Context: an optimization exercise on an open-source flow, tuned for small area, a short achievable clock period and few clock cycles. The choices shown serve that exercise and are no tape-out recipe. At most, simulation tests tie the RTL to the original design; equivalence was not proved.

==> run a: inputs <==
Design mac_acc_array, start of the top module:
module mac_acc_array #(
    parameter int DW    = mac_pkg::MAC_DW,
    parameter int LANES = 8,
    parameter int ACCW  = 2 * DW + 8
) (
    input  logic                  clk,
    input  logic                  rst_n,
    input  logic                  in_valid,
    output logic                  in_ready,
    input  logic [LANES*DW-1:0]   A,
    input  logic [LANES*DW-1:0]   W,
    input  logic                  Asigned,
    input  logic                  Wsigned,
    input  logic                  acc_clr,
    input  logic                  acc_last,
    output logic                  out_valid,
    input  logic                  out_ready,
    output logic [LANES*ACCW-1:0] Q,
    output logic [LANES-1:0]      ovf
);
==> flow/config.mk <==
export PLATFORM = sky130hd
export DESIGN_NAME = mac_acc_array
export DESIGN_NICKNAME = mac_acc_array
export VERILOG_FILES = /design/flow/design.v
export SDC_FILE = /design/flow/constraint.sdc
export NUM_CORES = 4
export LEC_CHECK = 0
export CAP_MARGIN = 20
export CORE_MARGIN = 2
export CORE_UTILIZATION = 40
export CTS_CLUSTER_DIAMETER = 60
export CTS_CLUSTER_SIZE = 20
export SETUP_SLACK_MARGIN = 2.0
export SLEW_MARGIN = 20
==> flow/constraint.sdc <==
create_clock -name core_clock -period 5.6 [get_ports {clk}]
set_input_delay 1.1200 -clock core_clock [delete_from_list [all_inputs] [get_ports {clk}]]
set_output_delay 1.1200 -clock core_clock [all_outputs]
set_load 0.01 [all_outputs]
standard.sh (not shown) runs the stock make flow with config.mk's settings and CLKGATE_MAP_FILE= SYNTH_SCRIPT=/design/flow/synth_recipe.tcl, a recipe that flattens the netlist after the stock synthesis.
==> flow/flow/run.sh <==
#!/bin/bash
# Own layout flow: the standard flow with two changes.
#  1. After the standard synthesis, full-adder cells are rewired to their
#     complemented inputs/outputs where that removes inverters
#     (fa_polarity.py; same logic function, same registers).
#  2. Ports are buffered with a small buffer instead of the default delay cell.
# Each tool's output goes to a log file of its own in the work folder.
set -euo pipefail
W=$(pwd)
R=$W/orfs/results/$FLOW_PLATFORM/mac_acc_array/base
bash standard.sh "$R/1_2_yosys.v" > "$W/flow_synth.log" 2>&1
cp "$R/1_2_yosys.v" "$W/1_2_yosys.standard.v"
python3 "$W/flow/fa_polarity.py" "$W/1_2_yosys.standard.v" "$R/1_2_yosys.v" > "$W/flow_fa_polarity.log" 2>&1
touch "$R/1_2_yosys.v" "$R/1_2_yosys.sdc"
BUFFER_PORTS_ARGS="-buffer_cell ${PORT_BUFFER:-sky130_fd_sc_hd__buf_1}" \
  bash standard.sh finish > "$W/flow_layout.log" 2>&1
Other scripts of this flow, unchanged in this note and not shown: flow/flow/fa_polarity.py
==> run b: changes against run a <==
--- a/flow/design.v
+++ b/flow/design.v
@@ -275,31 +275,30 @@
     assign cy[11] = gk3_11;
     assign cy[12] = gk3_12;
     assign cy[13] = gk3_13;
     assign cy[14] = gk3_14;
     assign cy[15] = gk3_15;
     assign t = p ^ {cy[14:0], 1'b0};
-    logic [7:0]  hi, hi_up, hi_dn, h0, h1, hi_nx;
-    logic [1:0]  u0, u1;
-    logic        is_max, is_min, pos0, pos1, neg0, neg1, pos, neg;
+    logic [7:0]  hi, hi_up, hi_dn, hi_nx;
+    logic [1:0]  u0;
+    logic        is_max, is_min, dn0, dn1, up0, up1, sel_dn, sel_up, pos, neg;
     assign hi     = q[23:16];
     assign is_max = hi == 8'h7f;
     assign is_min = hi == 8'h80;
     assign hi_up  = is_max ? 8'h7f : hi + 8'd1;
     assign hi_dn  = is_min ? 8'h80 : hi - 8'd1;
     assign u0     = x[17:16] + y[17:16];
-    assign u1     = x[17:16] + y[17:16] + 2'd1;
-    assign h0     = u0[1] ? hi_dn : u0[0] ? hi_up : hi;
-    assign h1     = u1[1] ? hi_dn : u1[0] ? hi_up : hi;
-    assign pos0   = u0 == 2'b01 && is_max;
-    assign pos1   = u1 == 2'b01 && is_max;
-    assign neg0   = u0[1] && is_min;
-    assign neg1   = u1[1] && is_min;
-    assign hi_nx  = cy[15] ? h1 : h0;
-    assign pos    = cy[15] ? pos1 : pos0;
-    assign neg    = cy[15] ? neg1 : neg0;
+    assign dn0    = u0 == 2'b11;
+    assign dn1    = u0 == 2'b10;
+    assign up0    = u0 == 2'b01;
+    assign up1    = u0 == 2'b00;
+    assign sel_dn = cy[15] ? dn1 : dn0;
+    assign sel_up = cy[15] ? up1 : up0;
+    assign hi_nx  = sel_dn ? hi_dn : sel_up ? hi_up : hi;
+    assign pos    = sel_up && is_max;
+    assign neg    = sel_dn && is_min;
     always_ff @(posedge clk) begin
         if (clr) begin
             q   <= '0;
             ovf <= 1'b0;
         end else begin
             q   <= {hi_nx, (t & ~{16{neg}}) | {16{pos}}};
Settings changed: CTS_CLUSTER_DIAMETER 60 to unset, CTS_CLUSTER_SIZE 20 to unset, SETUP_SLACK_MARGIN 2.0 to 2.6.
==> run c: changes against run a <==
--- a/flow/design.v
+++ b/flow/design.v
@@ -275,31 +275,30 @@
     assign cy[11] = gk3_11;
     assign cy[12] = gk3_12;
     assign cy[13] = gk3_13;
     assign cy[14] = gk3_14;
     assign cy[15] = gk3_15;
     assign t = p ^ {cy[14:0], 1'b0};
-    logic [7:0]  hi, hi_up, hi_dn, h0, h1, hi_nx;
-    logic [1:0]  u0, u1;
-    logic        is_max, is_min, pos0, pos1, neg0, neg1, pos, neg;
+    logic [7:0]  hi, hi_up, hi_dn, hi_nx;
+    logic [1:0]  u0;
+    logic        is_max, is_min, dn0, dn1, up0, up1, sel_dn, sel_up, pos, neg;
     assign hi     = q[23:16];
     assign is_max = hi == 8'h7f;
     assign is_min = hi == 8'h80;
     assign hi_up  = is_max ? 8'h7f : hi + 8'd1;
     assign hi_dn  = is_min ? 8'h80 : hi - 8'd1;
     assign u0     = x[17:16] + y[17:16];
-    assign u1     = x[17:16] + y[17:16] + 2'd1;
-    assign h0     = u0[1] ? hi_dn : u0[0] ? hi_up : hi;
-    assign h1     = u1[1] ? hi_dn : u1[0] ? hi_up : hi;
-    assign pos0   = u0 == 2'b01 && is_max;
-    assign pos1   = u1 == 2'b01 && is_max;
-    assign neg0   = u0[1] && is_min;
-    assign neg1   = u1[1] && is_min;
-    assign hi_nx  = cy[15] ? h1 : h0;
-    assign pos    = cy[15] ? pos1 : pos0;
-    assign neg    = cy[15] ? neg1 : neg0;
+    assign dn0    = u0 == 2'b11;
+    assign dn1    = u0 == 2'b10;
+    assign up0    = u0 == 2'b01;
+    assign up1    = u0 == 2'b00;
+    assign sel_dn = cy[15] ? dn1 : dn0;
+    assign sel_up = cy[15] ? up1 : up0;
+    assign hi_nx  = ({8{sel_dn}} & hi_dn) | ({8{sel_up}} & hi_up) | ({8{!(sel_dn || sel_up)}} & hi);
+    assign pos    = sel_up && is_max;
+    assign neg    = sel_dn && is_min;
     always_ff @(posedge clk) begin
         if (clr) begin
             q   <= '0;
             ovf <= 1'b0;
         end else begin
             q   <= {hi_nx, (t & ~{16{neg}}) | {16{pos}}};
Settings changed: CTS_CLUSTER_DIAMETER 60 to unset, CTS_CLUSTER_SIZE 20 to unset, SETUP_SLACK_MARGIN 2.0 to 2.3.
==> impl_metrics.csv <==
group,metric,value,unit
global_route,use_met1,28.2,%
worst_setup_path,path_max_fanout,6,
yosys,syn_inst,3848,
place,gp_congestion,0.858,
sta,holdWs,0.287,ns
final_layout,nFillCells,8886,
yosys,synth_area_per_cell,9.66,µm²
routing,vias_per_cell,5.16,
final_layout,buffers,386,
outcome,status,"no timing/DRC/antenna violations",
(the above is from run a)
==> impl_metrics.csv <==
group,metric,value,unit
place,gp_congestion,0.859,
worst_setup_path,worstSetupStartpoint,"A[41]",
yosys,syn_inst,3710,
yosys,postSynthNetCount,4606,
outcome,status,"no timing/DRC/antenna violations",
worst_setup_path,path_max_fanout,9,
yosys,synth_area_per_cell,9.83,µm²
sta,hold_viol,0,
final_layout,buffers,390,
routing,first_pass_iters,7,
(the above is from run c)
==> impl_metrics.csv <==
group,metric,value,unit
outcome,status,"no timing/DRC/antenna violations",
final_layout,buffers,455,
sta,holdWs,0.301,ns
yosys,syn_inst,3692,
yosys,synth_area_per_cell,9.82,µm²
place,gp_congestion,0.861,
(the above is from run b)
Testbench counts of run b, summed over its fixed seeds: cycles 32,255.
Only the layout flow was run in run a and run c; the RTL was not checked for function there.

-- re-timing with driven ports --
No port has a modelled driver above. Below, the same layouts with a new extraction and two added sets of constraints.
Step 1, drivers: a clkbuf_16 drives clk and a buf_2 each remaining input, both assumed.
Step 2 adds t to the input delays and takes it off the output delays; t is the mean of the earliest and latest rising clock arrival at the registers after step 1. Input paths then give back, and output paths get back, about the clock's delay inside the block.
Three values: ideal ports, drivers, drivers and shift; two values: the first two.
| run | t (ns) | setup WS [ns] | latest minus earliest clock arrival (ns) |
|---|---|---|---|
| run a | 0.725 | 2.059 / 2.059 / 1.360 | 0.030 / 0.030 |
| run b | 0.696 | 2.464 / 2.464 / 1.834 | 0.036 / 0.035 |
| run c | 0.680 | 2.311 / 2.350 / 1.670 | 0.016 / 0.016 |
After both steps every run listed still meets setup and hold. The setup slack of run a, which loses most, moves by 0.000 ns with the drivers and by -0.699 ns with both steps.
